This design comes from an exercise in tuning for small area, a short achievable clock period and few clock cycles per item on the open sky130 flow, not from production work. Function was checked by simulation only, so behaviour that the tests miss may differ from the original. Power and IR drop assume default switching activity.

### design.v
package imem_pkg;
    localparam logic [31:0] NOP_INSTR = 32'h00000013;
    typedef enum logic {
        INIT,
        READY
    } state_t;
    typedef enum logic [1:0] {
        RD_ZERO,
        RD_RAM,
        RD_DFLT
    } rd_src_t;
    function automatic logic [31:0] word_index(input logic [31:0] addr);
        word_index = addr >> 2;
    endfunction
    function automatic logic addr_ok(input logic [31:0] addr, input logic [31:0] depth);
        addr_ok = (addr[1:0] == 2'b00) && (word_index(addr) < depth);
    endfunction
endpackage
module imem_ram #(
    parameter int DATA_W = 32,
    parameter int DEPTH  = 64,
    parameter int IDX_W  = $clog2(DEPTH)
) (
    input  logic              clk,
    input  logic              we,
    input  logic [IDX_W-1:0]  waddr,
    input  logic [DATA_W-1:0] wdata,
    input  logic              re,
    input  logic [IDX_W-1:0]  raddr,
    output logic [DATA_W-1:0] rdata
);
    logic [DATA_W-1:0] mem [DEPTH];
    always_ff @(posedge clk) begin
        if (re) begin
            rdata <= mem[raddr];
        end
        if (we) begin
            mem[waddr] <= wdata;
        end
    end
endmodule
module instr_mem_sync #(
    parameter int                DATA_W         = 32,
    parameter int                ADDR_W         = 8,
    parameter int                DEPTH          = 64,
    parameter logic [DATA_W-1:0] DEFAULT_INSTR  = DATA_W'(imem_pkg::NOP_INSTR),
    parameter bit                CLEAR_ON_RESET = 1'b1
) (
    input  logic              clk,
    input  logic              rst_n,
    output logic              init_done,
    input  logic              fetch_req,
    input  logic [ADDR_W-1:0] fetch_addr,
    output logic              fetch_ready,
    output logic [DATA_W-1:0] rdata,
    output logic              rvalid,
    output logic              fetch_err,
    input  logic              prog_we,
    input  logic [ADDR_W-1:0] prog_addr,
    input  logic [DATA_W-1:0] prog_wdata,
    output logic              prog_ack
);
    localparam int IDX_W = $clog2(DEPTH);
    imem_pkg::state_t            state_q, state_d;
    logic [IDX_W-1:0]  cnt_q, cnt_d;
    imem_pkg::rd_src_t           rd_src_q;
    logic              rvalid_q;
    logic              prog_ack_q;
    logic              fetch_ok, prog_ok, fetch_acc, prog_acc;
    logic [IDX_W-1:0]  fetch_idx, prog_idx;
    logic              ram_we;
    logic [IDX_W-1:0]  ram_waddr;
    logic [DATA_W-1:0] ram_wdata;
    logic [DATA_W-1:0] ram_rdata;
    assign init_done   = (state_q == imem_pkg::READY);
    assign fetch_ready = init_done;
    assign fetch_ok  = imem_pkg::addr_ok(32'(fetch_addr), DEPTH);
    assign prog_ok   = imem_pkg::addr_ok(32'(prog_addr), DEPTH);
    assign fetch_idx = IDX_W'(imem_pkg::word_index(32'(fetch_addr)));
    assign prog_idx  = IDX_W'(imem_pkg::word_index(32'(prog_addr)));
    assign fetch_acc = fetch_req && init_done;
    assign prog_acc  = prog_we && init_done && !prog_ack_q;
    always_comb begin
        state_d   = state_q;
        cnt_d     = cnt_q;
        ram_we    = 1'b0;
        ram_waddr = prog_idx;
        ram_wdata = prog_wdata;
        case (state_q)
            imem_pkg::INIT: begin
                ram_we    = 1'b1;
                ram_waddr = cnt_q;
                ram_wdata = DEFAULT_INSTR;
                if (cnt_q == IDX_W'(DEPTH - 1)) begin
                    state_d = imem_pkg::READY;
                end else begin
                    cnt_d = cnt_q + 1'b1;
                end
            end
            imem_pkg::READY: begin
                ram_we = prog_acc && prog_ok;
            end
            default: state_d = imem_pkg::INIT;
        endcase
    end
    always_ff @(posedge clk or negedge rst_n) begin
        if (!rst_n) begin
            state_q    <= CLEAR_ON_RESET ? imem_pkg::INIT : imem_pkg::READY;
            cnt_q      <= '0;
            rvalid_q   <= 1'b0;
            rd_src_q   <= imem_pkg::RD_ZERO;
            prog_ack_q <= 1'b0;
        end else begin
            state_q    <= state_d;
            cnt_q      <= cnt_d;
            rvalid_q   <= fetch_acc;
            prog_ack_q <= prog_acc;
            if (fetch_acc) begin
                rd_src_q <= fetch_ok ? imem_pkg::RD_RAM : imem_pkg::RD_DFLT;
            end
        end
    end
    imem_ram #(
        .DATA_W (DATA_W),
        .DEPTH  (DEPTH),
        .IDX_W  (IDX_W)
    ) u_ram (
        .clk   (clk),
        .we    (ram_we),
        .waddr (ram_waddr),
        .wdata (ram_wdata),
        .re    (fetch_acc && fetch_ok),
        .raddr (fetch_idx),
        .rdata (ram_rdata)
    );
    always_comb begin
        rdata = '0;
        case (rd_src_q)
            imem_pkg::RD_RAM:  rdata = ram_rdata;
            imem_pkg::RD_DFLT: rdata = DEFAULT_INSTR;
            default: rdata = '0;
        endcase
    end
    assign rvalid    = rvalid_q;
    assign fetch_err = rvalid_q && (rd_src_q == imem_pkg::RD_DFLT);
    assign prog_ack  = prog_ack_q;
endmodule
### run.sh
#!/bin/bash
# synth_recipe.tcl (not shown) runs the flow's synth.tcl, then flattens the netlist and writes it again
# the make line also repeats each setting of config.mk as NAME=value (left out here)
make -C /OpenROAD-flow-scripts/flow DESIGN_CONFIG=/design/flow/config.mk WORK_HOME=/design/flow/orfs CLKGATE_MAP_FILE= SYNTH_SCRIPT=/design/flow/synth_recipe.tcl finish
### config.mk
export PLATFORM = sky130hd
export DESIGN_NAME = instr_mem_sync
export DESIGN_NICKNAME = instr_mem_sync
export VERILOG_FILES = /design/flow/design.v
export SDC_FILE = /design/flow/constraint.sdc
export NUM_CORES = 4
export LEC_CHECK = 0
export CAP_MARGIN = 20
export CORE_MARGIN = 2
export CORE_UTILIZATION = 40
export SETUP_SLACK_MARGIN = 0.7
export SLEW_MARGIN = 20
### constraint.sdc
create_clock -name core_clock -period 3.1 [get_ports {clk}]
set_input_delay 0.6200 -clock core_clock [delete_from_list [all_inputs] [get_ports {clk}]]
set_output_delay 0.6200 -clock core_clock [all_outputs]
set_load 0.01 [all_outputs]
==> flow_metrics.tcl <==
set metrics [dict create \
    cts_max_path_buffers 3 \
    synth_cell_type_count 57 \
    cap_violations 0 \
    tightest_slew_ps 907.1 \
    rows 164 \
    die-area_mm2 0.2045 \
    multi_input_area_mm2 0.01718 \
    clk_pin_slew_ps 60 \
    synth_flop_cell "edfxtp_1" \
    routed_wl_um 219200 \
    io_buffer_count 88 \
    numCtsBuffers 205 \
    finClkSkew_ps 39.55 \
    slowest_stage "dfrtp_1" \
    synth_top_area_share_pct 77.72 \
    drive_gt1_share_pct 33.50 \
    final-setup-viol-count 0 \
    ys_seq_area_share_pct 78.06 \
    areaGrowthSynthToFinish_pct 20.65 \
    clkSinkCount 2091 \
    synth.area.top_cells "edfxtp_1 (78%), mux4_2 (13%), mux2i_1 (1.9%), and2_1 (0.54%), a221oi_1 (0.52%)" \
    dieHeight_um 452.2 \
    layout.nets 4214 \
    rsz0062_at_grt "yes" \
    insertion_delay_ps 850 \
    synthCells 3574 \
    synth-async-reset-ratio_pct 0.5261 \
    die_width_um 452.2 \
    dp_hpwl_um 124700 \
    cp_slowest_stage_delay_ps 400 \
    synth_largest_area_cell "edfxtp_1" \
    period_needed_ps 3096 \
    cp_top_family "buffers and inverters" \
    path_cells "buf_6 > ha_4 > nor2b_4 > buf_12 > buf_12 > buf_16 > buf_8 > and2_4 > buf_6" \
    ant_nets 0 \
    n_fill_cell 16050 \
    htreeDepth 4 \
    yosysMostFrequentCell "edfxtp_1" \
    dr.first_iter.drc_count 5058 \
    syn_area_mm2 0.08037 \
    start_util_pct 40.25 \
    wl_per_cell_um 31.36 \
    vias 40490 \
    cts_tree "yes" \
    timing_worst_setup_path_type "reg2out" \
    antenna_found_initial 9 \
    crit_path_end_kind "output port" \
    crit_buf_inv 6 \
    powerDensity_mw_per_mm2 580.9 \
    vias_per_cell 5.792 \
    synth_common_cells "edfxtp_1 (2080), mux4_2 (479), mux2i_1 (152), nor2_1 (82), nand2_1 (78)" \
    core_area_mm2 0.1997 \
    fin_util_pct 48.56 \
    period_share_pct 99.87 \
    ys_ff_latch 2091 \
    max_freq_ghz 0.3230 \
    max-vdd-ir-drop_v 0.0006321 \
    synth_nets 3629 \
    grt_use_total_pct 20.80 \
    required_ps 2480 \
    finalMaxSlewViolations 0 \
    r2r_setup_slack_ps 710 \
    grt_pass1_vias 40630 \
    report.final.hold_viol_count 0 \
    cp-start-kind "flop" \
    slew_headroom_pct 39.31 \
    root_buffer "clkbuf_16" \
    grt_pass1_wl_um 303000 \
    dr.pass1.iters 5 \
    regArea_mm2 0.06274 \
    grt_start_max_net_pins 65 \
    holdWs_ps 155.4 \
    io_pins 89 \
    drc 0 \
    grt.overflow.total 0 \
    gp_congestion 0.8035 \
    syn_avg_cell_area_um2 22.49 \
    worstHoldPathType "in2async" \
    critPathArrivalTime_ps 2480 \
    p_leak_nw 26.12 \
    status "no timing/DRC/antenna violations" \
    synth_edf_count 2080 \
    synth_warnings 2 \
    cp_max_fo 3 \
]
placed cells by master, fill, tap and decap left out, types with 34 or more instances in the layout:
master,netlist,final
clkbuf_1,53,56
mux2i_1,152,149
a221oi_1,48,48
a21oi_1,40,37
buf_4,42,269
edfxtp_1,2080,2080
clkinv_1,0,56
a22oi_1,34,34
nand2_1,78,77
clkbuf_16,0,222
nor2_4,0,65
o22ai_1,50,50
buf_6,34,49
clkdlybuf4s50_1,0,46
buf_12,1,163
nand3_1,48,44
mux4_2,479,479
power by group:
| group | internal (mW) | switching [mW] |
|---|---|---|
| Clock | 13.3 | 10.7 |
| Sequential | 30.6 | 0 |
| Combinational | 0.730 | 0.984 |
| Total | 44.7 | 11.7 |
through the flow:
step | instance area (um2) | setup slack, ps | std cells | total power [mW] | setup TNS, ps
CTS | 96070 | -55.55 | 6946 | 56.66 | -666.6
detailed placement | 88600 | -76.45 | 6516 | 32.92 | -166.3
global route | 96960 | -67.35 | 6991 | 57.76 | -772.5
finish | 96960 | 3.902 | 6991 | 56.33 | 0
floorplan | 80620 | 51.35 | 3574 | 32.18 | 0
global placement | 88600 | -99.73 | 6516 | 32.92 | -221.3
worst reg2reg max path, stage by stage, from the launching register on:
cell and delay (ps):
dfrtp_4 480, buf_8 140, buf_12 130, o32ai_4 280, buf_6 160, nand3_4 80, buf_12 160, buf_6 120
nor2_4 150, buf_12 170, buf_12 130, buf_16 120
state kept, by name, summed over array words and instances, names as in the netlist:
| register | flops |
|---|---|
| u_ram.mem | 2048 |
| state_q | 1 |
| prog_ack_q | 1 |
| rvalid_q | 1 |
| rd_src_q | 2 |
| cnt_q | 6 |
| u_ram.rdata | 32 |
per-layer routing:
metal / vias to the layer above / routed length [um] / track usage, %
met5: - / 0 / 0
met4: 0 / 6972 / 6.349
met3: 307 / 15800 / 3.336
met2: 1728 / 108200 / 34.03
met1: 22050 / 88310 / 28.75
li1: 16410 / - / -
timing repair:
item                                    in CTS  in global routing
setup buffers                               35                 26
endpoints found under the setup margin    1508                837
pin swaps                                   16                 24
gates resized for setup                    259                 43
gates cloned                                13                 18
hold buffers                                 0                  0
endpoints found under the hold margin        0                  0
path summary, 6_finish.rpt:
check	start	end	cells past startpoint
setup / recovery	rd_src_q[0]$_DFFE_PN0N_	rdata[2]	9
hold / removal	rst_n	cnt_q[1]$_DFFE_PN0P_	2
setup reg to reg	state_q$_DFF_PN0_	u_ram.mem[13][20]$_DFFE_PP_	11
hold reg to reg	prog_ack_q$_DFF_PN0_	prog_ack_q$_DFF_PN0_	1
max in group asynchronous	rst_n	state_q$_DFF_PN0_	2
min in group core_clock	prog_we	prog_ack_q$_DFF_PN0_	3
cells by family after synthesis:
kind of cell               after synthesis  share of synthesized area, %
AOI/OAI and AO/OA                      289                         2.667
xor gates and xnor gates                 4                       0.04360
adders and majority gates                3                       0.04671
buffers and inverters                  204                         1.605
DFF                                   2091                         78.06
muxes                                  645                         15.51
and+or+nand+nor                        338                         2.064
cell type report:
type / count / area share (%)
well taps: 2656 / 3.427
clock inverters: 119 / 1.053
inverters: 10 / 0.04129
flip-flops and latches: 2091 / 64.70
repair buffers: 572 / 7.491
clock buffers: 263 / 5.559
diodes: 1 / 0.002581
multi-input cells: 1279 / 17.72
Testbench counts, summed over its fixed seeds: cycles 13,032, items 12,000.

## what the ideal ports hide
The flow's constraints put no driver on any port. The routed layout listed below was extracted and timed again, unchanged, in two steps. Step 1 (the two cells are an assumption about what drives the block):
set clk [get_ports {clk}]
set_driving_cell -lib_cell sky130_fd_sc_hd__clkbuf_16 $clk
set_driving_cell -lib_cell sky130_fd_sc_hd__buf_2 [delete_from_list [all_inputs] $clk]
Step 2 moves the port delays by t, midway between the first and last clock arrival at a register: inputs arrive t later, outputs are due t later. That takes back most of the time a late clock gives input paths. Three values: no drivers, after step 1, after step 2; two values: the first two.
shift t [ns]: 0.917
setup slack, ns: 0.004 / -0.073 / -0.079
clock arrival spread, ns: 0.053 / 0.053
worst slew at a driven data input, ns: 0.05
cell pins on the clock port's net: 1
With both steps, setup timing fails in this run, where it was met with ideal ports. For this run, drivers alone change the setup slack by -0.077 ns; drivers and shift together by -0.083 ns.
